Background: an optimization exercise with open tools, aiming at small area. Do not read the settings as production practice. Only simulation tests tie the RTL to the original design; equivalence was not proved. Power figures rest on the tool's default switching activity, not on a simulated workload.

File: flow/run.sh
#!/bin/bash
# The standard layout with two changes:
#  - synthesis maps the logic with a stronger ABC area script (flow/abc_area.script)
#    and without Yosys's full-adder extraction; the flip-flops are mapped by the
#    standard dfflibmap step, so they keep the standard synthesis's names and cells;
#  - port buffers use the smallest buffer cell.
# Each make run writes its full output to a log file here; ORFS keeps its
# per-step logs under orfs/logs.
set -euo pipefail
W=$PWD
rm -rf "$W/orfs_scripts"
cp -r "$FLOW_HOME/scripts" "$W/orfs_scripts"
cp "$W/flow/abc_area.script" "$W/orfs_scripts/abc_area.script"
export BUFFER_PORTS_ARGS="-buffer_cell sky130_fd_sc_hd__buf_1"
SCRIPTS_DIR="$W/orfs_scripts" ADDER_MAP_FILE= bash standard.sh synth > "$W/synth_make.log" 2>&1
bash standard.sh > "$W/layout_make.log" 2>&1
File: flow/abc_area.script
strash
&get -n
&deepsyn -T 20
&put
dch -f
map -a
strash
&get -n
&deepsyn -T 20
&put
dch -f
amap
topo
File: standard.sh
#!/bin/bash
# synth_recipe.tcl (not shown) runs the flow's synth.tcl, then flattens the netlist and writes it again
# the make line also repeats each setting of config.mk as NAME=value (left out here)
make -C /OpenROAD-flow-scripts/flow DESIGN_CONFIG=/design/flow/config.mk WORK_HOME=/design/flow/orfs CLKGATE_MAP_FILE= SYNTH_SCRIPT=/design/flow/synth_recipe.tcl "${@:-finish}"
File: config.mk
export PLATFORM = sky130hd
export DESIGN_NAME = arena_display
export DESIGN_NICKNAME = arena_display
export VERILOG_FILES = /design/flow/design.v
export SDC_FILE = /design/flow/constraint.sdc
export NUM_CORES = 4
export LEC_CHECK = 0
export ABC_AREA = 1
export CAP_MARGIN = 20
export CORE_MARGIN = 2
export CORE_UTILIZATION = 40
export CTS_BUF_LIST = sky130_fd_sc_hd__clkbuf_8
export SLEW_MARGIN = 20
File: constraint.sdc
create_clock -name core_clock -period 14.0 [get_ports {clk}]
set_input_delay 2.8000 -clock core_clock [delete_from_list [all_inputs] [get_ports {clk}]]
set_output_delay 2.8000 -clock core_clock [all_outputs]
set_load 0.01 [all_outputs]
File: design.v
package arena_pkg;
	typedef logic signed [10:0] coord_t;
	typedef logic [9:0] rail_t;
	typedef logic [6:0] score_t;
	typedef logic [3:0] digit_t;
	typedef logic [7:0] channel_t;
	localparam int H_TOTAL = 800;
	localparam int V_TOTAL = 525;
	localparam int H_SYNC_END = 95;
	localparam int V_SYNC_END = 1;
	localparam coord_t ACTIVE_X_MIN = 143;  
	localparam coord_t ACTIVE_X_MAX = 784;
	localparam coord_t ACTIVE_Y_MIN = 34;
	localparam coord_t ACTIVE_Y_MAX = 515;
	localparam coord_t FIELD_X_END = 660;  
	localparam coord_t BORDER_LEFT = 144;
	localparam coord_t BORDER_RIGHT = 659;
	localparam coord_t BORDER_TOP = 35;
	localparam coord_t BORDER_BOTTOM = 513;
	localparam coord_t HALF_LINE_Y = 275;
	localparam coord_t BLUE_GOAL1_X = 300;
	localparam coord_t BLUE_GOAL1_Y = 470;
	localparam coord_t BLUE_GOAL2_X = 400;
	localparam coord_t BLUE_GOAL2_Y = 430;
	localparam coord_t BLUE_GOAL3_X = 500;
	localparam coord_t BLUE_GOAL3_Y = 470;
	localparam coord_t RED_GOAL1_X = 300;
	localparam coord_t RED_GOAL1_Y = 80;
	localparam coord_t RED_GOAL2_X = 400;
	localparam coord_t RED_GOAL2_Y = 120;
	localparam coord_t RED_GOAL3_X = 500;
	localparam coord_t RED_GOAL3_Y = 80;
	localparam int GOAL_RING = 2;  
	localparam coord_t BLUE_VER_X = 240;
	localparam coord_t BLUE_HOR_Y = 370;
	localparam coord_t RED_VER_X = 560;
	localparam coord_t RED_HOR_Y = 180;
	localparam int BLUE_TENS_X = 676;
	localparam int BLUE_ONES_X = 698;
	localparam int RED_TENS_X = 738;
	localparam int RED_ONES_X = 762;
	localparam int SCORE_Y = 100;
	localparam channel_t BOARD_R = 200;  
	localparam channel_t BOARD_G = 210;
	localparam channel_t BOARD_B = 200;
endpackage
module raster_timing (
	input  logic clk,
	input  logic rst_n,
	input  logic pix_en,
	output logic [9:0] x,
	output logic [9:0] y,
	output logic hor_sync,
	output logic ver_sync
);
	function automatic logic ge_k(input logic [9:0] v, input int k);
		logic r;
		r = 1'b1;
		for (int i = 0; i < 10; i++)
			r = k[i] ? (v[i] & r) : (v[i] | r);
		ge_k = r;
	endfunction
	logic x_end;
	logic y_end;
	logic [10:0] xc;
	logic [10:0] yc;
	logic x_clr;
	logic y_clr;
	assign x_end = x[9] & x[8] & x[5] & (&x[3:0]);  
	assign y_end = y[9] & y[3] & y[2];              
	assign xc[0] = pix_en;
	assign yc[0] = pix_en & x_end;
	for (genvar i = 0; i < 10; i++) begin : g_carry
		assign xc[i + 1] = xc[i] & x[i];
		assign yc[i + 1] = yc[i] & y[i];
	end
	assign x_clr = !rst_n || (pix_en && x_end);
	assign y_clr = !rst_n || (yc[0] && y_end);
	always_ff @(posedge clk) begin
		x <= x_clr ? 10'd16 : x ^ xc[9:0];
		y <= y_clr ? 10'd0 : y ^ yc[9:0];
	end
	assign hor_sync = (ge_k(x, 112));  
	assign ver_sync = |y[9:1];   
endmodule
module pitch_painter (
	input  logic [9:0] x,
	input  logic [9:0] y,
	input  arena_pkg::rail_t team1_ver_pos,
	input  arena_pkg::rail_t team1_hor_pos,
	input  arena_pkg::rail_t team2_ver_pos,
	input  arena_pkg::rail_t team2_hor_pos,
	input  arena_pkg::coord_t ball_x,
	input  arena_pkg::coord_t ball_y,
	input  arena_pkg::coord_t bludger_x,
	input  arena_pkg::coord_t bludger_y,
	output logic red_shape,
	output logic blue_shape,
	output logic line_hit,
	output logic ball_hit,
	output logic bludger_hit
);
	function automatic logic ge_k(input logic [9:0] v, input int k);
		logic r;
		r = 1'b1;
		for (int i = 0; i < 10; i++)
			r = k[i] ? (v[i] & r) : (v[i] | r);
		ge_k = r;
	endfunction
	function automatic logic [9:0] sub10(input logic [9:0] a, input logic [9:0] b);
		logic c;
		c = 1'b1;
		for (int i = 0; i < 10; i++) begin
			sub10[i] = a[i] ^ !b[i] ^ c;
			c = (a[i] & !b[i]) | (a[i] & c) | (!b[i] & c);
		end
	endfunction
	function automatic logic [5:0] add6(input logic [5:0] a, input logic [5:0] b);
		logic c;
		c = 1'b0;
		for (int i = 0; i < 6; i++) begin
			add6[i] = a[i] ^ b[i] ^ c;
			c = (a[i] & b[i]) | (a[i] & c) | (b[i] & c);
		end
	endfunction
	function automatic logic le5(input logic [4:0] a, input logic [4:0] b, input logic eq);
		logic r;
		r = eq;
		for (int i = 0; i < 5; i++)
			r = (!a[i] & b[i]) | (!(a[i] ^ b[i]) & r);
		le5 = r;
	endfunction
	function automatic logic le6(input logic [5:0] a, input logic [5:0] b);
		logic r;
		r = 1'b1;
		for (int i = 0; i < 6; i++)
			r = (!a[i] & b[i]) | (!(a[i] ^ b[i]) & r);
		le6 = r;
	endfunction
	function automatic logic in_span(input logic [9:0] e, input logic [4:0] f);
		logic pos;
		logic neg;
		pos = e[9:5] == 5'h00;
		neg = e[9:5] == 5'h1f;
		in_span = (pos || neg) && le5(e[4:0] ^ {5{neg}}, f, !neg);
	endfunction
	function automatic logic in_span16(input logic [9:0] e, input logic [4:0] f);
		logic pos;
		logic neg;
		pos = ((e[9:5] == 5'h00) && !e[4]) || ((e[9:5] == 5'h1f) && e[4]);
		neg = ((e[9:5] == 5'h1f) && !e[4]) || ((e[9:5] == 5'h1e) && e[4]);
		in_span16 = (pos || neg) && le5({!e[4], e[3:0]} ^ {5{neg}}, f, !neg);
	endfunction
	function automatic logic small_disc(input logic [9:0] ex, input logic [9:0] ey,
			input logic cx_neg, input logic cy_neg);
		logic xin;
		logic x3;
		logic x4;
		logic yin;
		logic y3;
		logic y4;
		xin = (ex[9:5] == 5'h1f) && (ex[4:0] >= 5'd12) && (ex[4:0] <= 5'd20);
		x3 = (ex[4:0] == 5'd12) || (ex[4:0] == 5'd13) || (ex[4:0] == 5'd19) || (ex[4:0] == 5'd20);
		x4 = (ex[4:0] == 5'd12) || (ex[4:0] == 5'd20);
		yin = ((ey[9:3] == 7'h00) && (!ey[2] || (ey[1:0] == 2'd0))) ||
			((ey[9:3] == 7'h7f) && ey[2]);
		y3 = (ey[2:0] == 3'd3) || (ey[2:0] == 3'd4) || (ey[2:0] == 3'd5);
		y4 = ey[2:0] == 3'd4;
		small_disc = !cx_neg && !cy_neg && xin && yin && !(x3 && y3 && (x4 || y4));
	endfunction
	logic v_red;
	logic v_win;
	logic v_s;
	logic [5:0] v_a;
	logic [5:0] v_t;
	logic v_hit;
	assign v_red = x[9];
	assign v_win = v_red ? ((x[8:5] == 4'b0001) || (x[8:5] == 4'b0010)) :
		((x[8:5] == 4'b0111) || (x[8:5] == 4'b1000));
	assign v_s = x[5];
	assign v_a = add6({1'b0, x[4:0] ^ {5{v_s}}}, {5'd0, v_s});
	assign v_t[0] = (!v_a[5] && !v_a[4] && v_a[3] && !v_a[1]) || (!v_a[5] && v_a[4] && !v_a[3] && !v_a[2] && !v_a[0]) || (!v_a[5] && v_a[4] && !v_a[3] && v_a[2] && v_a[0]) || (!v_a[5] && !v_a[4] && v_a[2] && v_a[1] && v_a[0]) || (!v_a[5] && v_a[4] && !v_a[3] && v_a[1] && !v_a[0]);
	assign v_t[1] = (!v_a[5] && !v_a[4] && v_a[2] && v_a[1] && v_a[0]) || (!v_a[5] && !v_a[4] && v_a[3] && !v_a[2]) || (!v_a[5] && v_a[4] && !v_a[3] && !v_a[2] && !v_a[1]) || (!v_a[5] && v_a[4] && !v_a[3] && v_a[2] && !v_a[0]) || (!v_a[5] && v_a[4] && !v_a[2] && !v_a[1] && !v_a[0]);
	assign v_t[2] = (!v_a[5] && !v_a[4] && !v_a[3] && v_a[2] && v_a[1] && v_a[0]) || (!v_a[5] && !v_a[4] && v_a[3] && !v_a[2]) || (!v_a[5] && !v_a[4] && v_a[3] && !v_a[1]) || (!v_a[5] && v_a[3] && !v_a[2] && !v_a[1] && !v_a[0]) || (!v_a[5] && v_a[4] && !v_a[3] && v_a[2] && !v_a[1]) || (!v_a[5] && !v_a[4] && v_a[3] && !v_a[0]);
	assign v_t[3] = (!v_a[5] && !v_a[4] && !v_a[3] && !v_a[2]) || (!v_a[5] && v_a[4] && !v_a[3] && v_a[2]) || (!v_a[5] && !v_a[3] && v_a[2] && !v_a[1]) || (!v_a[5] && !v_a[3] && v_a[2] && !v_a[0]);
	assign v_t[4] = (!v_a[5] && !v_a[4]) || (!v_a[5] && !v_a[3] && !v_a[2]);
	assign v_t[5] = (!v_a[5] && !v_a[4]) || (!v_a[5] && !v_a[3]) || (!v_a[5] && !v_a[2] && !v_a[1] && !v_a[0]);
	assign v_hit = v_win && v_t[5] &&
		in_span(sub10(v_red ? team2_ver_pos : team1_ver_pos, y), v_t[4:0]);
	logic h_blue;
	logic h_win;
	logic h_up;
	logic [5:0] h_a;
	logic [5:0] h_t;
	logic h_hit;
	assign h_blue = y[8];
	assign h_win = (ge_k(y, 128) && !ge_k(y, 224)) ||
		(ge_k(y, 320) && !ge_k(y, 416));
	assign h_up = (!ge_k(y, 180)) ||
		(ge_k(y, 256) && !ge_k(y, 370));
	assign h_a = add6(y[5:0] ^ {6{h_up}}, h_blue ? (h_up ? 6'd51 : 6'd14) : (h_up ? 6'd53 : 6'd12));
	assign h_t[0] = (!h_a[5] && !h_a[4] && h_a[3] && !h_a[1]) || (!h_a[5] && h_a[4] && !h_a[3] && !h_a[2] && !h_a[0]) || (!h_a[5] && h_a[4] && !h_a[3] && h_a[2] && h_a[0]) || (!h_a[5] && !h_a[4] && h_a[2] && h_a[1] && h_a[0]) || (!h_a[5] && h_a[4] && !h_a[3] && h_a[1] && !h_a[0]);
	assign h_t[1] = (!h_a[5] && !h_a[4] && h_a[2] && h_a[1] && h_a[0]) || (!h_a[5] && !h_a[4] && h_a[3] && !h_a[2]) || (!h_a[5] && h_a[4] && !h_a[3] && !h_a[2] && !h_a[1]) || (!h_a[5] && h_a[4] && !h_a[3] && h_a[2] && !h_a[0]) || (!h_a[5] && h_a[4] && !h_a[2] && !h_a[1] && !h_a[0]);
	assign h_t[2] = (!h_a[5] && !h_a[4] && !h_a[3] && h_a[2] && h_a[1] && h_a[0]) || (!h_a[5] && !h_a[4] && h_a[3] && !h_a[2]) || (!h_a[5] && !h_a[4] && h_a[3] && !h_a[1]) || (!h_a[5] && h_a[3] && !h_a[2] && !h_a[1] && !h_a[0]) || (!h_a[5] && h_a[4] && !h_a[3] && h_a[2] && !h_a[1]) || (!h_a[5] && !h_a[4] && h_a[3] && !h_a[0]);
	assign h_t[3] = (!h_a[5] && !h_a[4] && !h_a[3] && !h_a[2]) || (!h_a[5] && h_a[4] && !h_a[3] && h_a[2]) || (!h_a[5] && !h_a[3] && h_a[2] && !h_a[1]) || (!h_a[5] && !h_a[3] && h_a[2] && !h_a[0]);
	assign h_t[4] = (!h_a[5] && !h_a[4]) || (!h_a[5] && !h_a[3] && !h_a[2]);
	assign h_t[5] = (!h_a[5] && !h_a[4]) || (!h_a[5] && !h_a[3]) || (!h_a[5] && !h_a[2] && !h_a[1] && !h_a[0]);
	assign h_hit = h_win && h_t[5] &&
		in_span16(sub10(h_blue ? team1_hor_pos : team2_hor_pos, x), h_t[4:0]);
	logic g_xw;
	logic g_c1;
	logic g_c2;
	logic g_left;
	logic [5:0] g_kx;
	logic [5:0] ax;
	logic g_blue;
	logic g_yw;
	logic g_up;
	logic [5:0] g_ky;
	logic [5:0] ay;
	logic g_swap;
	logic [5:0] g_n;
	logic [5:0] g_m;
	logic [5:0] lo;
	logic [5:0] hi;
	logic g_ring;
	logic g_post;
	logic g_hit;
	assign g_xw = (ge_k(x, 256) && !ge_k(x, 576));
	assign g_c1 = (ge_k(x, 368) && !ge_k(x, 464));
	assign g_c2 = (ge_k(x, 464));
	assign g_left = (!ge_k(x, 316)) ||
		(ge_k(x, 368) && !ge_k(x, 416)) ||
		(ge_k(x, 464) && !ge_k(x, 516));
	assign g_kx = g_c2 ? (g_left ? 6'd5 : 6'd60) : g_c1 ? (g_left ? 6'd33 : 6'd32) : (g_left ? 6'd61 : 6'd4);
	assign ax = add6(x[5:0] ^ {6{g_left}}, g_kx);
	assign g_blue = y[9] | y[8];
	assign g_yw = g_c1 ? ((ge_k(y, 64) && !ge_k(y, 176)) ||
		(ge_k(y, 384) && !ge_k(y, 480))) : ((!ge_k(y, 128)) ||
		(ge_k(y, 416)));
	assign g_up = g_c1 ? ((!ge_k(y, 120)) ||
		(ge_k(y, 256) && !ge_k(y, 430))) : ((!ge_k(y, 80)) ||
		(ge_k(y, 256) && !ge_k(y, 470)));
	assign g_ky = g_blue ? (g_c1 ? (g_up ? 6'd47 : 6'd18) : (g_up ? 6'd23 : 6'd42)) : (g_c1 ? (g_up ? 6'd57 : 6'd8) : (g_up ? 6'd17 : 6'd48));
	assign ay = add6(y[5:0] ^ {6{g_up}}, g_ky);
	assign lo[0] = (!g_n[3] && !g_n[2] && !g_n[1] && !g_n[0]) || (g_n[3] && !g_n[2] && g_n[0]) || (!g_n[4] && g_n[3] && !g_n[2] && g_n[1]) || (!g_n[4] && g_n[3] && g_n[2] && !g_n[1] && !g_n[0]) || (g_n[3] && g_n[1] && g_n[0]) || (g_n[4] && g_n[1] && g_n[0]) || (g_n[4] && g_n[3] && g_n[0]) || (g_n[4] && !g_n[3] && g_n[2] && !g_n[0]);
	assign lo[1] = (!g_n[4] && !g_n[3]) || (!g_n[2] && !g_n[1] && !g_n[0]) || (g_n[2] && g_n[1] && g_n[0]) || (!g_n[3] && !g_n[2] && !g_n[1]) || (g_n[4] && g_n[3] && g_n[1] && g_n[0]) || (!g_n[3] && g_n[1] && !g_n[0]) || (g_n[4] && g_n[3] && !g_n[1] && !g_n[0]);
	assign lo[2] = (!g_n[4] && !g_n[2]) || (!g_n[4] && !g_n[1]) || (g_n[3] && !g_n[2] && !g_n[1]) || (!g_n[3] && g_n[2] && g_n[1]) || (g_n[3] && g_n[1] && !g_n[0]);
	assign lo[3] = (g_n[4] && g_n[2] && g_n[1]) || (g_n[4] && g_n[3]);
	assign lo[4] = (g_n[4] && g_n[2] && g_n[1]) || (g_n[4] && g_n[3]);
	assign lo[5] = (!g_n[4]) || (!g_n[3] && !g_n[2]) || (!g_n[3] && !g_n[1]);
	assign hi[0] = (!g_n[4] && !g_n[3]) || (!g_n[4] && !g_n[2] && !g_n[1]) || (g_n[2] && g_n[1]) || (!g_n[3] && g_n[1]) || (g_n[3] && !g_n[2] && !g_n[1] && g_n[0]) || (g_n[4] && g_n[3] && g_n[2] && !g_n[0]) || (!g_n[4] && !g_n[1] && g_n[0]);
	assign hi[1] = (g_n[3] && g_n[2] && g_n[0]) || (g_n[3] && g_n[2] && g_n[1]) || (g_n[4] && !g_n[3] && !g_n[2] && !g_n[1]) || (g_n[4] && g_n[2] && g_n[1]) || (g_n[4] && g_n[3] && !g_n[1] && !g_n[0]);
	assign hi[2] = (g_n[3] && g_n[2] && g_n[0]) || (g_n[3] && g_n[2] && g_n[1]) || (g_n[4] && !g_n[3] && !g_n[2]) || (g_n[4] && g_n[2] && !g_n[1]);
	assign hi[3] = (!g_n[4] && !g_n[3]) || (!g_n[4] && !g_n[2]) || (g_n[4] && g_n[3] && g_n[2]) || (!g_n[4] && !g_n[1] && !g_n[0]);
	assign hi[4] = (g_n[4] && g_n[3] && g_n[2]);
	assign hi[5] = (!g_n[4]) || (!g_n[3]) || (!g_n[2]);
	assign g_swap = !le6(ay, ax);
	assign g_n = g_swap ? ax : ay;
	assign g_m = g_swap ? ay : ax;
	assign g_ring = g_yw && ((!g_n[5] && !g_n[4]) || (!g_n[5] && !g_n[3]) || (!g_n[5] && !g_n[2]) || (!g_n[5] && !g_n[1])) && le6(lo, g_m) && le6(g_m, hi);
	assign g_post = (ax[5:2] == 4'd0) && (ax[1:0] != 2'd3) && (g_c1 ? ((!ge_k(y, 81)) ||
		(ge_k(y, 470))) : ((!ge_k(y, 41)) ||
		(ge_k(y, 510))));
	assign g_hit = g_xw && (g_ring || g_post);
	assign red_shape = (g_hit && !g_blue) || (v_hit && v_red) || (h_hit && !h_blue);
	assign blue_shape = (g_hit && g_blue) || (v_hit && !v_red) || (h_hit && h_blue);
	assign ball_hit = small_disc(sub10(ball_x[9:0], x), sub10(ball_y[9:0], y), ball_x[10], ball_y[10]);
	assign bludger_hit = small_disc(sub10(bludger_x[9:0], x), sub10(bludger_y[9:0], y),
		bludger_x[10], bludger_y[10]);
	assign line_hit = ((!ge_k(x, 161)) ||
		(ge_k(x, 675))) || ((!ge_k(y, 36)) ||
		(ge_k(y, 275) && !ge_k(y, 276)) ||
		(ge_k(y, 513) && !ge_k(y, 514)));
endmodule
module score_board (
	input  logic [9:0] x,
	input  logic [9:0] y,
	input  arena_pkg::score_t team1_score,
	input  arena_pkg::score_t team2_score,
	output logic blue_digit_hit,
	output logic red_digit_hit
);
	function automatic logic ge_k(input logic [9:0] v, input int k);
		logic r;
		r = 1'b1;
		for (int i = 0; i < 10; i++)
			r = k[i] ? (v[i] & r) : (v[i] | r);
		ge_k = r;
	endfunction
	function automatic logic [4:0] add5(input logic [4:0] a, input logic [4:0] b);
		logic c;
		c = 1'b0;
		for (int i = 0; i < 5; i++) begin
			add5[i] = a[i] ^ b[i] ^ c;
			c = (a[i] & b[i]) | (a[i] & c) | (b[i] & c);
		end
	endfunction
	logic red_side;
	logic ones_sel;
	logic [5:0] half;
	logic [4:0] dx;
	logic [5:0] d5;
	logic [3:0] digit;
	logic [6:0] lit;  
	logic col_l;
	logic col_m;
	logic col_r;
	logic row_t;
	logic row_u;
	logic row_m;
	logic row_l;
	logic row_b;
	logic hit;
	assign red_side = (ge_k(x, 736));
	assign ones_sel = (ge_k(x, 704) && !ge_k(x, 736)) ||
		(ge_k(x, 768));
	assign half = red_side ? team2_score[6:1] : team1_score[6:1];  
	assign d5[0] = (!half[5] && !half[4] && half[3] && half[1]) || (!half[5] && !half[4] && half[3] && half[2]) || (!half[5] && half[4] && !half[3] && !half[2]) || (!half[5] && half[3] && half[2] && half[1]) || (half[5] && !half[4] && !half[3]) || (half[5] && !half[3] && half[2]) || (half[5] && half[4] && half[3] && !half[2]) || (half[5] && !half[3] && half[1]);
	assign d5[1] = (!half[5] && half[4] && half[2]) || (!half[5] && half[4] && half[3]) || (half[5] && !half[4] && !half[3]) || (half[4] && half[3] && half[2]);
	assign d5[2] = (half[5] && half[3]) || (half[5] && half[4]);
	assign d5[3] = (!half[5] && !half[4] && !half[3] && half[1]) || (!half[5] && !half[4] && half[3] && half[2] && !half[1]) || (!half[5] && half[4] && !half[3] && !half[2] && !half[1]) || (!half[5] && !half[3] && half[2] && half[1]) || (!half[5] && half[4] && half[3] && !half[2] && half[1]) || (half[5] && !half[4] && !half[3] && !half[1]) || (half[5] && !half[4] && half[3] && half[1]) || (half[5] && !half[3] && half[2] && !half[1]) || (half[5] && half[4] && half[3] && !half[2] && !half[1]) || (half[5] && half[3] && half[2] && half[1]);
	assign d5[4] = (!half[5] && half[4] && !half[2] && !half[1]) || (!half[5] && half[4] && half[3] && !half[2]) || (half[5] && !half[4] && !half[3] && !half[2] && half[1]) || (half[5] && half[4] && !half[3] && half[2] && half[1]) || (half[4] && half[3] && !half[2] && !half[1]) || (half[5] && !half[4] && half[2] && !half[1]) || (!half[5] && !half[4] && !half[3] && half[2]) || (!half[4] && half[3] && half[2] && half[1]);
	assign d5[5] = (half[5] && !half[4] && !half[3] && half[2] && half[1]) || (!half[5] && !half[4] && half[3] && !half[2] && !half[1]) || (half[5] && half[4] && !half[3] && !half[2] && !half[1]) || (!half[5] && half[4] && !half[3] && !half[2] && half[1]) || (half[5] && half[4] && half[3] && !half[2] && half[1]) || (!half[5] && half[4] && half[3] && half[2] && !half[1]);
	assign digit = ones_sel ? {d5[5:3], half[0]} : {1'b0, d5[2:0]};
	assign lit[0] = (!digit[2] && digit[1]) || (digit[2] && !digit[1]) || (digit[3]) || (digit[2] && !digit[0]);
	assign lit[1] = (!digit[1] && !digit[0]) || (digit[3]) || (digit[2] && !digit[1]) || (digit[2] && !digit[0]);
	assign lit[2] = (!digit[2] && !digit[0]) || (digit[1] && !digit[0]);
	assign lit[3] = (!digit[2] && !digit[0]) || (digit[3]) || (!digit[2] && digit[1]) || (digit[2] && !digit[1] && digit[0]) || (digit[1] && !digit[0]);
	assign lit[4] = (!digit[1]) || (digit[0]) || (digit[2]);
	assign lit[5] = (!digit[2]) || (!digit[1] && !digit[0]) || (digit[1] && digit[0]);
	assign lit[6] = (!digit[2] && !digit[0]) || (digit[1]) || (digit[3]) || (digit[2] && digit[0]);
	assign dx = add5(x[4:0], red_side ? (ones_sel ? 5'd22 : 5'd14) : (ones_sel ? 5'd22 : 5'd12));
	assign col_l = (dx[4] && dx[3] && !dx[2] && !dx[1] && !dx[0]) || (dx[4] && !dx[3] && dx[2] && dx[1]);
	assign col_m = (!dx[4] && !dx[3]) || (dx[4] && dx[3] && dx[0]) || (dx[4] && dx[3] && dx[1]) || (dx[4] && dx[3] && dx[2]);
	assign col_r = (!dx[4] && dx[3] && !dx[2] && !dx[1]) || (!dx[4] && dx[3] && !dx[2] && !dx[0]);
	assign row_t = (ge_k(y, 81) && !ge_k(y, 84));
	assign row_u = (ge_k(y, 84) && !ge_k(y, 99));
	assign row_m = (ge_k(y, 99) && !ge_k(y, 102));
	assign row_l = (ge_k(y, 102) && !ge_k(y, 117));
	assign row_b = (ge_k(y, 117) && !ge_k(y, 120));
	assign hit = (col_m && row_t && lit[6]) || (col_r && row_u && lit[5]) ||
		(col_r && row_l && lit[4]) || (col_m && row_b && lit[3]) ||
		(col_l && row_l && lit[2]) || (col_l && row_u && lit[1]) ||
		(col_m && row_m && lit[0]);
	assign red_digit_hit = hit && red_side;
	assign blue_digit_hit = hit && !red_side;
endmodule
module pixel_composer (
	input  logic clk,
	input  logic rst_n,
	input  logic pix_en,
	input  logic [9:0] x,
	input  logic [9:0] y,
	input  logic red_shape,
	input  logic blue_shape,
	input  logic line_hit,
	input  logic ball_hit,
	input  logic bludger_hit,
	input  logic blue_digit_hit,
	input  logic red_digit_hit,
	output arena_pkg::channel_t red,
	output arena_pkg::channel_t green,
	output arena_pkg::channel_t blue
);
	function automatic logic ge_k(input logic [9:0] v, input int k);
		logic r;
		r = 1'b1;
		for (int i = 0; i < 10; i++)
			r = k[i] ? (v[i] & r) : (v[i] | r);
		ge_k = r;
	endfunction
	logic y_act;
	logic field;
	logic board;
	logic r_d;
	logic g_d;
	logic b_d;
	logic k_d;
	logic r_q;
	logic g_q;
	logic b_q;
	logic k_q;
	assign y_act = (ge_k(y, 35) && !ge_k(y, 515));
	assign field = y_act && ((ge_k(x, 160) && !ge_k(x, 676)));
	assign board = y_act && ((ge_k(x, 677) && !ge_k(x, 800)));
	assign r_d = (field && (red_shape || line_hit || ball_hit || bludger_hit)) ||
		(board && red_digit_hit);
	assign g_d = field && (line_hit || bludger_hit) && !ball_hit;
	assign b_d = (field && (blue_shape || line_hit || ball_hit) && !bludger_hit) ||
		(board && blue_digit_hit && !red_digit_hit);
	assign k_d = board && !red_digit_hit && !blue_digit_hit;
	always_ff @(posedge clk) begin
		if (!rst_n) begin
			r_q <= 1'b0;
			g_q <= 1'b0;
			b_q <= 1'b0;
			k_q <= 1'b0;
		end else if (pix_en) begin
			r_q <= r_d;
			g_q <= g_d;
			b_q <= b_d;
			k_q <= k_d;
		end
	end
	assign red = {r_q | k_q, r_q | k_q, r_q, r_q, r_q | k_q, r_q, r_q, r_q};
	assign green = {g_q | k_q, g_q | k_q, g_q, g_q | k_q, g_q, g_q, g_q | k_q, g_q};
	assign blue = {b_q | k_q, b_q | k_q, b_q, b_q, b_q | k_q, b_q, b_q, b_q};
endmodule
module arena_display (
	input  logic clk,
	input  logic rst_n,
	input  logic pix_en,
	input  arena_pkg::rail_t team1_ver_pos,
	input  arena_pkg::rail_t team1_hor_pos,
	input  arena_pkg::rail_t team2_ver_pos,
	input  arena_pkg::rail_t team2_hor_pos,
	input  arena_pkg::coord_t ball_x,
	input  arena_pkg::coord_t ball_y,
	input  arena_pkg::coord_t bludger_x,
	input  arena_pkg::coord_t bludger_y,
	input  arena_pkg::score_t team1_score,
	input  arena_pkg::score_t team2_score,
	output logic hor_sync,
	output logic ver_sync,
	output arena_pkg::channel_t red,
	output arena_pkg::channel_t green,
	output arena_pkg::channel_t blue
);
	logic [9:0] x;
	logic [9:0] y;
	logic red_shape;
	logic blue_shape;
	logic line_hit;
	logic ball_hit;
	logic bludger_hit;
	logic blue_digit_hit;
	logic red_digit_hit;
	raster_timing u_timing (
		.clk(clk), .rst_n(rst_n), .pix_en(pix_en), .x(x), .y(y),
		.hor_sync(hor_sync), .ver_sync(ver_sync)
	);
	pitch_painter u_painter (
		.x(x), .y(y),
		.team1_ver_pos(team1_ver_pos), .team1_hor_pos(team1_hor_pos),
		.team2_ver_pos(team2_ver_pos), .team2_hor_pos(team2_hor_pos),
		.ball_x(ball_x), .ball_y(ball_y), .bludger_x(bludger_x), .bludger_y(bludger_y),
		.red_shape(red_shape), .blue_shape(blue_shape), .line_hit(line_hit),
		.ball_hit(ball_hit), .bludger_hit(bludger_hit)
	);
	score_board u_board (
		.x(x), .y(y), .team1_score(team1_score), .team2_score(team2_score),
		.blue_digit_hit(blue_digit_hit), .red_digit_hit(red_digit_hit)
	);
	pixel_composer u_composer (
		.clk(clk), .rst_n(rst_n), .pix_en(pix_en), .x(x), .y(y),
		.red_shape(red_shape), .blue_shape(blue_shape), .line_hit(line_hit),
		.ball_hit(ball_hit), .bludger_hit(bludger_hit),
		.blue_digit_hit(blue_digit_hit), .red_digit_hit(red_digit_hit),
		.red(red), .green(green), .blue(blue)
	);
endmodule
==> summary.md, run 1 <==
| Metric | Value |
|---|---|
| Status | timing/DRC/antenna clean |
| Clock root buffer | clkbuf_8 |
| Clock Tree Buf Depth | 2 |
| Final instance area | 5740 µm² |
| Mapped Cells | 932 |
| Max-cap violations | 0 |
| Avg Cell Area, Syn | 5.47 µm² |
| RePlAce Congestion | 0.968 |
| Total wire length | 17400 µm |
| Async set-reset flop share out of synthesis | 0 |
| Crit Path Max Fanout | 20 |
| Clock skew | 0.00541 ns |
| Max_slew headroom | 0.377 |
| Most common cell on crit path | nor2_1 |
| Reg clk slew, reported paths | 0.09 ns |
| CTS H-tree depth | 1 |
| Grt met3 use | 0.0407 |
| Crit-path max cell delay | 0.78 ns |
| Die span in y | 117 µm |
| VDD IR-drop max | 0.0000317 V |
| Vias per cell | 5.57 |
| Pwr per Cell Area | 39.1 nW/µm² |
| Delay-heaviest family, CP | compound AO/OA/AOI/OAI gates |
| Synth top area cells | nor2_1 (17%), o21ai_0 (12%), dfxtp_1 (9.4%), a21oi_1 (9.3%), nand2_1 (7.2%) |
| Vias in the first global route | 5646 |
| Die area | 13700 µm² |
| Buf/Inv on CP | 6 |
| IO Count | 127 |
| Most frequent cell after synthesis | nor2_1 |
| Total track usage | 0.252 |
| Post-synth top cells | nor2_1 (225), o21ai_0 (119), nand2_1 (98), a21oi_1 (95), clkinv_1 (84) |
| Primary FF master, synth | dfxtp_1 |
| Core area | 12500 µm² |
| Leak pwr | 1.82 nW |
| Row Count | 41 |
| First-pass DRT Iterations | 7 |
| Fillers | 1399 |
| Initial detailed-routing violation count | 567 |
| Met1 usage | 0.353 |
| Post-DRT Antenna Nets | 0 |
| Nets@finish | 1147 |
| Post-CTS sizing | 0 |
| Setup Buffers After CTS | 0 |
| CTS tree | yes |
| WL/cell | 14.3 µm |
| Initial Util | 0.407 |
| CP startpoint kind | flop |
| Die W | 117 µm |
| CP max-delay cell | dfxtp_1 |
| Synth-to-layout area growth | 12.5% |
| First-pass GRT wire length | 27500 µm |
| Dpl hpwl | 14200 µm |
| Crit end category | flop |
| Synth cell types | 54 |
| TritonCTS buffer count | 3 |
| Critical path type | flop to flop |
| Largest area contributor in the netlist | nor2_1 |
| Grt ovf | 0 |
| Clk sinks | 24 |
| Syn_nets | 1033 |
| Slew Viols, Final | 0 |
| Fin crit share | 0.775 |
| Later-pin clock latency in the skew report | 0.28 ns |
| CTS hold repair buffers | 0 |
| Gr busiest metal | met2 |
| PortBufs | 124 |
| Required time worst endpoint | 14.23 ns |
| Period minus WS final | 10.85 ns |
| Worst-Margin Slew | 0.927 ns |
| DRC viols | 0 |
| Warnings, synthesis | 4 |
| RSZ-0062 raised after global routing | no |
| Share of layout cells above drive strength 1 | 0.00957 |
| Final Hold Violating Endpoints | 0 |
| Top-area cell type share of the netlist area | 0.166 |
| Register area share after synthesis | 0.0943 |
| Fmax | 0.0922 GHz |
| Number of flops mapped to enable cells by yosys | 0 |
| N_diodes | 0 |
| Flop and latch count out of synthesis | 24 |
| Largest net degree at the start of global routing | 21 |
| # setup viols final | 0 |
| Final setup TNS | 0 ns |
| Via count | 6782 |
| Initial antenna violation count | 0 |
| DP Area | 5660 µm² |
| Synthesized area | 5100 µm² |
| Worst Path Arrival | 11.08 ns |
| HP Class | flop to flop |
| GRT met2 Usage | 0.414 |
-- cells in the final DEF, fill, tap and decap left out, types with 6 or more instances in the layout --
master     Yosys  layout
nor2_1       225     225
a211oi_1      17      17
a31oi_1       10      10
o21ai_0      119     119
o211ai_1       7       7
o22ai_1       48      48
a22oi_1       13      13
nor3_1        33      33
or2_0          9       9
a21oi_1       95      95
buf_4         21       6
a2111oi_0     10      10
clkinv_1      84      84
dfxtp_1       24      24
nor2b_1       11      11
buf_1          0     124
nand3_1       10      10
o21a_1        28      28
nand2_1       98      98
-- power by group --
| group | switching (W) | total [W] | internal (W) | leakage [nW] |
|---|---|---|---|---|
| Combinational | 0.0000560 | 0.0000907 | 0.0000348 | 1.59 |
| Sequential | 0.00000206 | 0.0000712 | 0.0000691 | 0.194 |
| Clock | 0.0000242 | 0.0000626 | 0.0000383 | 0.0357 |
-- worst reg2reg max path: cells and delay by family (launching register included) --
family / cells / cell delay (ns)
AOI/OAI and AO/OA: 20 / 4.18
and+or+nand+nor: 16 / 3.75
buffers and inverters: 6 / 2.08
DFF: 1 / 0.78
-- per-layer routing --
layer	wire [µm]	part of all wire
met3	1250	0.072
met2	7650	0.44
met4	216	0.012
met1	8270	0.48
met5	0	0
-- state kept, by name (all words and copies together), names as in the netlist --
signal,flops
u_composer.r_q,1
u_timing.x,10
u_composer.k_q,1
u_timing.y,10
u_composer.b_q,1
u_composer.g_q,1
-- layout make-up --
cell class,instances,area [µm²],share of cell area
Timing Repair Buffer,130,510,0.0890
Clock buffer,3,41.3,0.00720
Multi-Input combinational cell,803,4140,0.722
Inverter,84,315,0.0550
Tap cell,172,215,0.0375
Clock inverter,1,30.0,0.00524
Sequential cell,24,480,0.0838
-- per-stage QoR --
step | util | power (W) | hold slack, ns | cells | setup WS, ns
after floorplan | - | 0.000138 | 0.504 | 932 | 5.71
after global placement | 0.453 | 0.000161 | 0.554 | 1213 | 3.59
after detailed placement | 0.453 | 0.000162 | 0.542 | 1213 | 3.49
after CTS | 0.458 | 0.000225 | 0.559 | 1217 | 3.44
after global routing | 0.458 | 0.000243 | 0.616 | 1217 | 1.79
final | 0.458 | 0.000224 | 0.557 | 1217 | 3.15
-- final timing paths --
path | from | cells past startpoint | endpoint | slack [ns]
worst max register to register | u_timing.x[5]$_SDFF_PP0_ | 42 | u_composer.b_q$_SDFFE_PN0P_ | 3.15
worst min register to register | u_composer.g_q$_SDFFE_PN0P_ | 2 | u_composer.g_q$_SDFFE_PN0P_ | 0.56
worst min-delay path | u_composer.g_q$_SDFFE_PN0P_ | 2 | u_composer.g_q$_SDFFE_PN0P_ | 0.56
worst max-delay path | u_timing.x[5]$_SDFF_PP0_ | 42 | u_composer.b_q$_SDFFE_PN0P_ | 3.15
-- cells by family after synthesis --
kind of cell           Yosys count  share of synthesized area
AND/OR/NAND/NOR                408                      0.334
AO/OA/AOI/OAI                  394                      0.477
buffers and inverters          105                     0.0928
flip-flops                      24                     0.0943
XOR/XNOR                         1                    0.00172
==> run 2: changes to the inputs <==
==> flow/run.sh (replaced) <==
#!/bin/bash
# The standard layout with two changes:
#  - synthesis maps the logic with a stronger ABC area script (flow/abc_area.script),
#    without Yosys's full-adder extraction and without the quick ABC pass inside
#    Yosys's synth command (SYNTH_ARGS=-noabc), so the final ABC run sees the
#    unmapped logic; the flip-flops are mapped by the
#    standard dfflibmap step, so they keep the standard synthesis's names and cells;
#  - port buffers use the smallest buffer cell.
# Each make run writes its full output to a log file here; ORFS keeps its
# per-step logs under orfs/logs.
set -euo pipefail
W=$PWD
rm -rf "$W/orfs_scripts"
cp -r "$FLOW_HOME/scripts" "$W/orfs_scripts"
cp "$W/flow/abc_area.script" "$W/orfs_scripts/abc_area.script"
export BUFFER_PORTS_ARGS="-buffer_cell sky130_fd_sc_hd__buf_1"
export CTS_ARGS="-repair_clock_nets -buf_list sky130_fd_sc_hd__clkbuf_8 -dont_use_dummy_load"
SCRIPTS_DIR="$W/orfs_scripts" ADDER_MAP_FILE= SYNTH_ARGS=-noabc bash standard.sh synth > "$W/synth_make.log" 2>&1
bash standard.sh > "$W/layout_make.log" 2>&1
==> run 2 against run 1 <==
Effect of this change: still clean on timing, DRC and antenna; critical path depth fell by 7; global-route usage fell by 0.84 points; clock power fell by 33%; first-iteration DRC count rose by 1.6%; critical path type unchanged; largest cell class unchanged; highest routed layer unchanged.
==> summary.md, run 2 <==
| Metric | Value |
|---|---|
| Status | timing/DRC/antenna clean |
| Flop and latch count out of synthesis | 24 (unchanged) |
| Later-pin clock latency in the skew report | 0.28 ns (about the same) |
| Post-synth top cells | nor2_1 (203), o21ai_0 (130), nand2_1 (110), clkinv_1 (100), a21oi_1 (89) |
| CP startpoint | u_timing.x[5]$_SDFF_PP0_ |
| Clk sinks | 24 (unchanged) |
| First-pass GRT wire length | 26600 µm (-3.1%) |
| Largest area contributor in the netlist | nor2_1 |
| Pwr per Cell Area | 40.7 nW/µm² (+4.0%) |
| Die span in y | 116 µm (-0.62%) |
| Top-area cell type share of the netlist area | 0.151 (-0.0143) |
| Clock Tree Buf Depth | 2 (unchanged) |
| Synth top area cells | nor2_1 (15%), o21ai_0 (13%), dfxtp_1 (9.5%), a21oi_1 (8.9%), nand2_1 (8.2%) |
| Required time worst endpoint | 14.18 ns (-0.05 ns) |
| Crit-path max cell delay | 0.67 ns (-0.11 ns) |
| IO Count | 127 (unchanged) |
| Vias per cell | 5.61 (+0.72%) |
| Most common cell on crit path | clkinv_1 |
| Reg clk slew, reported paths | 0.09 ns (about the same) |
| Die area | 13500 µm² (-1.2%) |
| RePlAce Congestion | 0.978 (+1.0%) |
| Register area share after synthesis | 0.0955 (+0.00122) |
| Final Hold Violating Endpoints | 0 (unchanged) |
| Final setup TNS | 0 ns (unchanged) |
| N_diodes | 0 (unchanged) |
| Total wire length | 16800 µm (-3.2%) |
| Number of flops mapped to enable cells by yosys | 0 (unchanged) |
| First-pass DRT Iterations | 5 (-2) |
| Initial detailed-routing violation count | 576 (+1.6%) |
| CTS tree | yes |
| Clock skew | 0.0156 ns (+0.0102 ns) |
| CTS hold repair buffers | 0 (unchanged) |
| Layout Utilization | 0.463 (+0.00454) |
| Worst-Margin Slew | 0.920 ns (-0.00736 ns) |
| Initial antenna violation count | 0 (unchanged) |
| Max-cap violations | 0 (unchanged) |
| Commonest non-fill, non-tap cell in the layout | nor2_1 |
| Largest registers | u_timing.x (10), u_timing.y (10) |
| HP Class | flop to flop |
| Warnings, synthesis | 4 (unchanged) |
| Post-DRT Antenna Nets | 0 (unchanged) |
| Most frequent cells in the layout | nor2_1 (203), o21ai_0 (130), buf_1 (124) |
| Core area | 12200 µm² (-2.8%) |
| Die W | 116 µm (-0.62%) |
| Crit end category | flop |
| Crit Path Max Fanout | 15 (-25%) |
| Primary FF master, synth | dfxtp_1 |
| Total track usage | 0.243 (-0.00844) |
| Synth cell types | 49 (-9.3%) |
| Fmax | 0.110 GHz (+19%) |
| Grt ovf | 0 (unchanged) |
| Nets@finish | 1147 (unchanged) |
| Vias in the first global route | 5584 (-1.1%) |
| Critical path type | flop to flop |
| Max_slew headroom | 0.380 (+0.00318) |
| Initial Util | 0.414 (+0.00655) |
| DRC viols | 0 (unchanged) |
| Syn_nets | 1034 (+0.097%) |
| Via count | 6803 (+0.31%) |
| Clock root buffer | clkbuf_8 |
| RSZ-0062 raised after global routing | no |
| CP startpoint kind | flop |
| PortBufs | 124 (unchanged) |
| Post-CTS sizing | 0 (unchanged) |
| Worst Path Arrival | 9.30 ns (-1.78 ns) |
| Hold path startpoint | u_composer.k_q$_SDFFE_PN0P_ |
| Slew Viols, Final | 0 (unchanged) |
| WL/cell | 13.9 µm (-2.8%) |
| Fillers | 1360 (-2.8%) |
| Most frequent cell after synthesis | nor2_1 |
| Synth-to-layout area growth | 11.9% |
| CTS H-tree depth | 1 (unchanged) |
| CP max-delay cell | dfxtp_1 |
| Leak pwr | 1.84 nW (+1.2%) |
| Share of layout cells above drive strength 1 | 0.00766 (-0.00191) |
| Row Count | 40 (-2.4%) |
| Setup Buffers After CTS | 0 (unchanged) |
| TritonCTS buffer count | 3 (unchanged) |
| Synthesized area | 5030 µm² (-1.3%) |
| Avg Cell Area, Syn | 5.39 µm² (-1.4%) |
| Largest net degree at the start of global routing | 26 (+24%) |
| # setup viols final | 0 (unchanged) |
| Async set-reset flop share out of synthesis | 0 (unchanged) |
| VDD IR-drop max | 0.0000304 V (-4.3%) |
| Period minus WS final | 9.12 ns (-1.73 ns) |
| Mapped Cells | 933 (+0.11%) |
| Fin crit share | 0.651 (-0.124) |
| Reg2reg start | u_timing.x[5]$_SDFF_PP0_ |
| Dpl hpwl | 13600 µm (-3.9%) |
[run 2: cell types whose count changed after synthesis, sizes merged, moves of 5 or more]
cell | before | now
nor2 | 225 | 203
a2111oi | 10 | 3
nor4 | 4 | 14
o21ai | 119 | 130
o21a | 28 | 10
clkinv | 84 | 100
nor3 | 33 | 40
a21oi | 95 | 89
a22oi | 13 | 18
nand2 | 98 | 110
[run 2: final cells by class]
| class | count | area (µm²) | area share |
|---|---|---|---|
| timing repair buffer | 129 | 503 | 0.0894 |
| inverter | 100 | 375 | 0.0667 |
| clock buffer | 3 | 41.3 | 0.00734 |
| multi-input combinational | 788 | 4020 | 0.714 |
| sequential | 24 | 480 | 0.0854 |
| tap | 168 | 210 | 0.0373 |
[run 2: routing by layer]
| layer | track usage | up-vias | wire length, µm |
|---|---|---|---|
| met5 | 0 | - | 0 |
| met4 | 0.0270 | 0 | 172 |
| met3 | 0.0306 | 25 | 1310 |
| met2 | 0.414 | 293 | 7510 |
| met1 | 0.342 | 2849 | 7840 |
| li1 | - | 3636 | - |
[run 2: logic make-up after synthesis]
family                    share of synthesized area
xor gates and xnor gates                    0.00522
buffers and inverters                         0.106
DFF                                          0.0955
AOI/OAI and AO/OA                             0.452
and+or+nand+nor                               0.342
[run 2: path summary, 6_finish.rpt]
check	slack, ns	depth (start not counted)	to
hold reg to reg	0.56	2	u_composer.k_q$_SDFFE_PN0P_
hold / removal	0.56	2	u_composer.k_q$_SDFFE_PN0P_
setup reg to reg	4.88	35	u_composer.r_q$_SDFFE_PN0P_
setup / recovery	4.88	35	u_composer.r_q$_SDFFE_PN0P_
[run 2: worst max-delay path, delay by kind of cell, from the launching register on]
family,cells,cell delay [ns]
AOI/OAI and AO/OA,15,3.91
buffers and inverters,8,2.36
and+or+nand+nor,12,2.08
DFF,1,0.67
[run 2: stage by stage]
stage                     setup WS, ns  hold slack, ns  total power (W)  std cells  cell area, µm²
final                             4.88           0.562         0.000229       1212            5630
after global routing              3.97           0.611         0.000249       1212            5630
after CTS                         5.12           0.563         0.000228       1212            5630
after detailed placement          5.20           0.538         0.000186       1209            5590
after global placement            5.05           0.529         0.000186       1209            5590
after floorplan                   6.83           0.475         0.000156        933            5030
[run 2: power breakdown]
part	leakage (nW)	total (W)	switching (W)	internal [W]
logic	1.62	0.000116	0.0000728	0.0000433
clock network	0.0216	0.0000420	0.0000227	0.0000193
registers	0.194	0.0000709	0.00000204	0.0000688
==> run 3: changes to the inputs <==
--- a/flow/run.sh
+++ b/flow/run.sh
@@ -14,6 +14,5 @@
 cp -r "$FLOW_HOME/scripts" "$W/orfs_scripts"
 cp "$W/flow/abc_area.script" "$W/orfs_scripts/abc_area.script"
 export BUFFER_PORTS_ARGS="-buffer_cell sky130_fd_sc_hd__buf_1"
-export CTS_ARGS="-repair_clock_nets -buf_list sky130_fd_sc_hd__clkbuf_8 -dont_use_dummy_load"
 SCRIPTS_DIR="$W/orfs_scripts" ADDER_MAP_FILE= SYNTH_ARGS=-noabc bash standard.sh synth > "$W/synth_make.log" 2>&1
 bash standard.sh > "$W/layout_make.log" 2>&1
==> run 3 against run 2 <==
Effect of this change: still clean; clock power increased by 51%; hold slack got worse by 0.0027 ns; maximum frequency increased by 0.75%; total power increased by 9.4%; critical endpoint unchanged.
==> summary.md, run 3 <==
| Metric | Value |
|---|---|
| Area share of fa/ha/maj cells after synthesis | 0 (unchanged) |
| Die W | 116 µm (unchanged) |
| Clock Tree Buf Depth | 2 (unchanged) |
| WL/cell | 13.8 µm (-0.56%) |
| Async set-reset flop share out of synthesis | 0 (unchanged) |
| Initial Util | 0.414 (unchanged) |
| Period minus WS final | 9.05 ns (-0.0676 ns) |
| Fin crit share | 0.646 (-0.00483) |
| Slew Viols, Final | 0 (unchanged) |
| Switching Share | 0.399 (-0.0267) |
| P_sw | 0.000100 W (+2.5%) |
| Vias per cell | 5.62 (about the same) |
| Flop and latch count out of synthesis | 24 (unchanged) |
| Leak pwr | 1.85 nW (+0.77%) |
| N_diodes | 0 (unchanged) |
| Fmax | 0.111 GHz (+0.75%) |
| First-pass DRT Iterations | 5 (unchanged) |
| Synth Area in Compound Gates | 0.452 (unchanged) |
| Final setup TNS | 0 ns (unchanged) |
| Largest area contributor in the netlist | nor2_1 |
| Later-pin clock latency in the skew report | 0.28 ns (about the same) |
| RePlAce Congestion | 0.978 (unchanged) |
| Post-Synth XOR/XNOR Area | 0.00522 (unchanged) |
| Clk sinks | 24 (unchanged) |
| DRC viols | 0 (unchanged) |
| Syn_nets | 1034 (unchanged) |
| VDD IR-drop max | 0.0000306 V (+0.81%) |
| Crit Path Max Fanout | 15 (unchanged) |
| Synthesized area | 5030 µm² (unchanged) |
| Vias in the first global route | 5586 (+0.036%) |
| Status | timing/DRC/antenna clean |
| Crit end category | flop |
| CTS tree | yes |
| Largest net degree at the start of global routing | 26 (unchanged) |
| PortBufs | 124 (unchanged) |
| Worst Path Arrival | 9.23 ns (-0.07 ns) |
| Reg2reg start | u_timing.x[5]$_SDFF_PP0_ |
| Total wire length | 16800 µm (-0.48%) |
| Grt ovf | 0 (unchanged) |
| Number of flops mapped to enable cells by yosys | 0 (unchanged) |
| Nets@finish | 1147 (unchanged) |
| CP startpoint | u_timing.x[5]$_SDFF_PP0_ |
| Post-synth top cells | nor2_1 (203), o21ai_0 (130), nand2_1 (110), clkinv_1 (100), a21oi_1 (89) |
| Mux cell area share after synthesis | 0 (unchanged) |
| Hold path startpoint | u_composer.k_q$_SDFFE_PN0P_ |
| Required time worst endpoint | 14.18 ns (about the same) |
| Most frequent cells in the layout | nor2_1 (203), o21ai_0 (130), buf_1 (124) |
| Critical path type | flop to flop |
| Post-CTS sizing | 0 (unchanged) |
| Die span in y | 116 µm (unchanged) |
| Sequential share of power | 0.283 (-0.026) |
| Reg clk slew, reported paths | 0.09 ns (about the same) |
| Simple-gate area share of the yosys netlist | 0.342 (unchanged) |
| RSZ-0062 raised after global routing | no |
| Primary FF master, synth | dfxtp_1 |
| # setup viols final | 0 (unchanged) |
| CTS hold repair buffers | 0 (unchanged) |
| Worst-Margin Slew | 0.880 ns (-0.0394 ns) |
| Core area | 12200 µm² (unchanged) |
| CTS H-tree depth | 1 (unchanged) |
| First-pass GRT wire length | 26700 µm (about the same) |
| Via count | 6811 (+0.12%) |
| Register area share after synthesis | 0.0955 (unchanged) |
| Total track usage | 0.244 (about the same) |
| Die area | 13500 µm² (unchanged) |
| Max_slew headroom | 0.407 (+0.0265) |
| Clock share of power | 0.254 (+0.071) |
| Cell internal pwr | 0.000150 W (+14%) |
| Max-cap violations | 0 (unchanged) |
| Share of layout cells above drive strength 1 | 0.00861 (+0.000950) |
| CP max-delay cell | dfxtp_1 |
| Layout Utilization | 0.465 (+0.00247) |
| Synth-to-layout area growth | 12.5% |
| Synth top area cells | nor2_1 (15%), o21ai_0 (13%), dfxtp_1 (9.5%), a21oi_1 (8.9%), nand2_1 (8.2%) |
| Clock skew | 0.00160 ns (-0.0140 ns) |
| Initial antenna violation count | 0 (unchanged) |
| Most frequent cell after synthesis | nor2_1 |
| Main combinational cell family by area after synthesis | compound AO/OA/AOI/OAI gates |
| Pwr per Cell Area | 44.3 nW/µm² (+8.8%) |
| Row Count | 40 (unchanged) |
| HP Class | flop to flop |
| Initial detailed-routing violation count | 630 (+9.4%) |
| Mapped Cells | 933 (unchanged) |
| Top-area cell type share of the netlist area | 0.151 (unchanged) |
| Warnings, synthesis | 4 (unchanged) |
| TritonCTS buffer count | 3 (unchanged) |
| Crit-path max cell delay | 0.66 ns (about the same) |
| Final Hold Violating Endpoints | 0 (unchanged) |
| Largest registers | u_timing.x (10), u_timing.y (10) |
| Post-DRT Antenna Nets | 0 (unchanged) |
| Hold Slack | 0.560 ns (-0.00275 ns) |
| Gate power share | 0.463 (-0.044) |
| Setup Buffers After CTS | 0 (unchanged) |
| Commonest non-fill, non-tap cell in the layout | nor2_1 |
| CP startpoint kind | flop |
| Avg Cell Area, Syn | 5.39 µm² (unchanged) |
| Dpl hpwl | 13600 µm (unchanged) |
| Synth cell types | 49 (unchanged) |
| Clock root buffer | clkbuf_8 |
| IO Count | 127 (unchanged) |
| Most common cell on crit path | clkinv_1 |
-- run 3: worst max-delay path: cells and delay by family (launching register included) --
| kind | cells | cell delay [ns] |
|---|---|---|
| AO/OA/AOI/OAI | 15 | 3.85 |
| buffers and inverters | 8 | 2.34 |
| AND/OR/NAND/NOR | 12 | 2.07 |
| flip-flops | 1 | 0.66 |
-- run 3: layout make-up --
class | instances | area, µm²
Sequential cell | 24 | 480
Tap cell | 168 | 210
Multi-Input combinational cell | 788 | 4020
Timing Repair Buffer | 129 | 503
Inverter | 100 | 375
Fill cell | 1356 | 6500
Clock inverter | 1 | 30.0
Clock buffer | 3 | 41.3
-- run 3: cells by family after synthesis --
family,count (synthesis)
buf+inv,121
simple gates,408
xor+xnor,3
flops,24
compound gates,377
-- run 3: final timing paths --
path / to / slack [ns] / cells past startpoint
setup / recovery: u_composer.r_q$_SDFFE_PN0P_ / 4.95 / 35
hold / removal: u_composer.k_q$_SDFFE_PN0P_ / 0.56 / 2
setup reg to reg: u_composer.r_q$_SDFFE_PN0P_ / 4.95 / 35
hold reg to reg: u_composer.k_q$_SDFFE_PN0P_ / 0.56 / 2
-- run 3: power groups by stage --
stage	combinational, W	sequential (W)	clock [W]
3_5_place_dp	0.000114	0.0000724	0
5_1_grt	0.000132	0.0000710	0.0000670
2_1_floorplan	0.0000848	0.0000715	0
3_3_place_gp	0.000114	0.0000724	0
6_report	0.000116	0.0000709	0.0000636
4_1_cts	0.000114	0.0000708	0.0000641
-- run 3: per-stage QoR --
stage	total power, W	instances	instance area [µm²]	setup slack [ns]
after CTS	0.000249	1213	5660	5.12
after floorplan	0.000156	933	5030	6.83
after global placement	0.000186	1209	5590	5.05
after global routing	0.000270	1213	5660	3.97
after detailed placement	0.000186	1209	5590	5.20
final	0.000250	1213	5660	4.95
-- run 3: layer usage --
| metal | vias to the layer above | wire length, µm | GRT usage |
|---|---|---|---|
| met4 | 0 | 195 | 0.0270 |
| met3 | 19 | 1220 | 0.0306 |
| met1 | 2884 | 7920 | 0.342 |
| met5 | - | 0 | 0 |
| met2 | 273 | 7420 | 0.414 |
| li1 | 3635 | - | - |
==> run 4: changes to the inputs <==
--- a/flow/run.sh
+++ b/flow/run.sh
@@ -14,5 +14,6 @@
 cp -r "$FLOW_HOME/scripts" "$W/orfs_scripts"
 cp "$W/flow/abc_area.script" "$W/orfs_scripts/abc_area.script"
 export BUFFER_PORTS_ARGS="-buffer_cell sky130_fd_sc_hd__buf_1"
+export CTS_ARGS="-sink_clustering_enable -repair_clock_nets -buf_list sky130_fd_sc_hd__clkbuf_8 -dont_use_dummy_load"
 SCRIPTS_DIR="$W/orfs_scripts" ADDER_MAP_FILE= SYNTH_ARGS=-noabc bash standard.sh synth > "$W/synth_make.log" 2>&1
 bash standard.sh > "$W/layout_make.log" 2>&1
==> run 4 against run 3 <==
Effect of this change: total power down 8.6%; largest cell class unchanged; critical endpoint unchanged; largest power group unchanged; first-iteration DRC count shrank 8.6%; setup slack got worse by 0.068 ns; highest routed layer unchanged; area after synthesis did not move.
==> summary.md, run 4 <==
| Metric | Value |
|---|---|
| Primary FF master, synth | dfxtp_1 |
| R2r setup slk | 4.88 ns (-0.07 ns) |
| Clock skew | 0.0156 ns (+0.0140 ns) |
| Reg2reg start | u_timing.x[5]$_SDFF_PP0_ |
| CP startpoint kind | flop |
| Async set-reset flop share out of synthesis | 0 (unchanged) |
| Register area share after synthesis | 0.0955 (unchanged) |
| R2R cell count | 35 (unchanged) |
| Top-area cell type share of the netlist area | 0.151 (unchanged) |
| Most frequent cells in the layout | nor2_1 (203), o21ai_0 (130), buf_1 (124) |
| DRC viols | 0 (unchanged) |
| Synthesized area | 5030 µm² (unchanged) |
| Hold worst-path end | u_composer.k_q$_SDFFE_PN0P_ |
| Flop and latch count out of synthesis | 24 (unchanged) |
| CTS hold repair buffers | 0 (unchanged) |
| Avg Cell Area, Syn | 5.39 µm² (unchanged) |
| Die W | 116 µm (unchanged) |
| Warnings, synthesis | 4 (unchanged) |
| Critical path type | flop to flop |
| Mux cell area share after synthesis | 0 (unchanged) |
| Crit-path max cell delay | 0.67 ns (about the same) |
| VDD IR-drop max | 0.0000304 V (-0.81%) |
| DP Area | 5590 µm² (unchanged) |
| Slew Viols, Final | 0 (unchanged) |
| Final setup TNS | 0 ns (unchanged) |
| Mapped Cells | 933 (unchanged) |
| Initial antenna violation count | 0 (unchanged) |
| Die span in y | 116 µm (unchanged) |
| Reg clk slew, reported paths | 0.09 ns (about the same) |
| Area share of fa/ha/maj cells after synthesis | 0 (unchanged) |
| Post-synth top cells | nor2_1 (203), o21ai_0 (130), nand2_1 (110), clkinv_1 (100), a21oi_1 (89) |
| FF+latch area | 480 µm² (unchanged) |
| Commonest non-fill, non-tap cell in the layout | nor2_1 |
| Clk sinks | 24 (unchanged) |
| RSZ-0062 raised after global routing | no |
| Share of layout cells above drive strength 1 | 0.00766 (-0.000950) |
| Initial detailed-routing violation count | 576 (-8.6%) |
| Final instance area | 5630 µm² (-0.53%) |
| Synth Area in Compound Gates | 0.452 (unchanged) |
| Fmax | 0.110 GHz (-0.74%) |
| Vias in the first global route | 5584 (-0.036%) |
| Reg-to-Reg End | u_composer.r_q$_SDFFE_PN0P_ |
| Fin crit share | 0.651 (+0.00483) |
| CP max-delay cell | dfxtp_1 |
| Worst Path Arrival | 9.30 ns (+0.07 ns) |
| HP Class | flop to flop |
| Synth-to-layout area growth | 11.9% |
| Main combinational cell family by area after synthesis | compound AO/OA/AOI/OAI gates |
| Worst-Margin Slew | 0.920 ns (+0.0394 ns) |
| Synth cell types | 49 (unchanged) |
| Post-CTS sizing | 0 (unchanged) |
| Most common cell on crit path | clkinv_1 |
| Hold Slack | 0.562 ns (+0.00275 ns) |
| # setup viols final | 0 (unchanged) |
| Crit Path Max Fanout | 15 (unchanged) |
| Simple-gate area share of the yosys netlist | 0.342 (unchanged) |
| TritonCTS buffer count | 3 (unchanged) |
| CTS tree | yes |
| Clock Tree Buf Depth | 2 (unchanged) |
| IO Count | 127 (unchanged) |
| Post-Synth XOR/XNOR Area | 0.00522 (unchanged) |
| N_diodes | 0 (unchanged) |
| Largest area contributor in the netlist | nor2_1 |
| Clock root buffer | clkbuf_8 |
| Hold path startpoint | u_composer.k_q$_SDFFE_PN0P_ |
| Multi-input logic area | 4020 µm² (unchanged) |
| Dpl hpwl | 13600 µm (unchanged) |
| Initial Util | 0.414 (unchanged) |
| Pwr per Cell Area | 40.7 nW/µm² (-8.1%) |
| Grt ovf | 0 (unchanged) |
| Synth top area cells | nor2_1 (15%), o21ai_0 (13%), dfxtp_1 (9.5%), a21oi_1 (8.9%), nand2_1 (8.2%) |
| Leak pwr | 1.84 nW (-0.76%) |
| Most frequent cell after synthesis | nor2_1 |
| Period minus WS final | 9.12 ns (+0.0676 ns) |
| CTS H-tree depth | 1 (unchanged) |
| Vias per cell | 5.61 (about the same) |
| Largest net degree at the start of global routing | 26 (unchanged) |
| Die area | 13500 µm² (unchanged) |
| Core area | 12200 µm² (unchanged) |
| Status | timing/DRC/antenna clean |
| Max_slew headroom | 0.380 (-0.0265) |
| Crit end category | flop |
| Total wire length | 16800 µm (+0.48%) |
| Number of flops mapped to enable cells by yosys | 0 (unchanged) |
| Later-pin clock latency in the skew report | 0.28 ns (about the same) |
| Setup Buffers After CTS | 0 (unchanged) |
| First-pass GRT wire length | 26600 µm (about the same) |
| Via count | 6803 (-0.12%) |
| Max-cap violations | 0 (unchanged) |
| Nets@finish | 1147 (unchanged) |
| Fillers | 1360 (+0.29%) |
| Final Hold Violating Endpoints | 0 (unchanged) |
| WL/cell | 13.9 µm (+0.56%) |
| Largest registers | u_timing.x (10), u_timing.y (10) |
| Syn_nets | 1034 (unchanged) |
| Required time worst endpoint | 14.18 ns (about the same) |
| Row Count | 40 (unchanged) |
| RePlAce Congestion | 0.978 (unchanged) |
| First-pass DRT Iterations | 5 (unchanged) |
| Hold Path Cell Cnt | 2 (unchanged) |
| Total track usage | 0.243 (about the same) |
| Post-DRT Antenna Nets | 0 (unchanged) |
| PortBufs | 124 (unchanged) |
[run 4: area by class of cell]
class	count	area share
inverter	100	0.0667
timing repair buffer	129	0.0894
sequential	24	0.0854
clock buffer	3	0.00734
multi-input combinational	788	0.714
tap	168	0.0373
[run 4: per-layer routing]
layer,up-vias,global-route usage,share of wire
met4,0,0.0270,0.010
met1,2849,0.342,0.47
met5,-,0,0
li1,3636,-,-
met3,25,0.0306,0.078
met2,293,0.414,0.45
[run 4: report_power, final]
part	switching, W	leakage (nW)	internal, W
Sequential	0.00000204	0.194	0.0000688
Combinational	0.0000728	1.62	0.0000433
Clock	0.0000227	0.0216	0.0000193
[run 4: per-stage QoR]
stage | total power [W] | setup slack [ns] | util | instances
CTS | 0.000228 | 5.12 | 0.463 | 1212
finish | 0.000229 | 4.88 | 0.463 | 1212
floorplan | 0.000156 | 6.83 | - | 933
global placement | 0.000186 | 5.05 | 0.459 | 1209
detailed placement | 0.000186 | 5.20 | 0.459 | 1209
global route | 0.000249 | 3.97 | 0.463 | 1212
[run 4: cells by family (layout without fill, tap and decap cells)]
group	Yosys count	count (layout)
flip-flops	24	24
XOR/XNOR	3	3
AO/OA/AOI/OAI	377	377
AND/OR/NAND/NOR	408	408
buffers and inverters	121	232
[run 4: critical path: cells and delay by family (launching register included)]
kind	cells	cell delay, ns
flops	1	0.67
buf+inv	8	2.36
simple gates	12	2.08
compound gates	15	3.91
[run 4: how the worst max path moves through the flow]
stage / from / endpoint / slack, ns / cells after the start
after detailed placement: u_timing.x[5]$_SDFF_PP0_ / u_composer.r_q$_SDFFE_PN0P_ / 5.20 / 35
after global placement: u_timing.x[5]$_SDFF_PP0_ / u_composer.r_q$_SDFFE_PN0P_ / 5.05 / 35
after floorplan: u_timing.x[5]$_SDFF_PP0_ / u_composer.r_q$_SDFFE_PN0P_ / 6.83 / 35
after CTS: u_timing.x[5]$_SDFF_PP0_ / u_composer.r_q$_SDFFE_PN0P_ / 5.12 / 35
final: u_timing.x[5]$_SDFF_PP0_ / u_composer.r_q$_SDFFE_PN0P_ / 4.88 / 35
after global routing: u_timing.x[5]$_SDFF_PP0_ / u_composer.r_q$_SDFFE_PN0P_ / 3.97 / 35

==> port drivers added, routing unchanged <==
No port has a modelled driver above. Below, the same layouts with a new extraction and two added sets of constraints. Step 1, drivers: a clkbuf_16 drives clk and a buf_2 each remaining input, both assumed. Step 2 times the ports against the registers' clock, not the clock port: input delays grow and output delays shrink by t, the midpoint of the rising clock arrivals with the driver on. a / b / c = ideal ports / drivers / drivers and shift; a / b = the first two.
run | t, ns | setup WS [ns] | worst setup path after step 2 | worst data-port slew with drivers (ns)
run 1 | 0.309 | 3.150 / 3.150 / 3.150 | register to register | 0.04
run 2 | 0.306 | 4.884 / 4.884 / 4.884 | register to register | 0.04
run 3 | 0.312 | 4.952 / 4.952 / 4.952 | register to register | 0.04
run 4 | 0.306 | 4.884 / 4.884 / 4.884 | register to register | 0.04
After both steps every run listed still meets setup and hold.
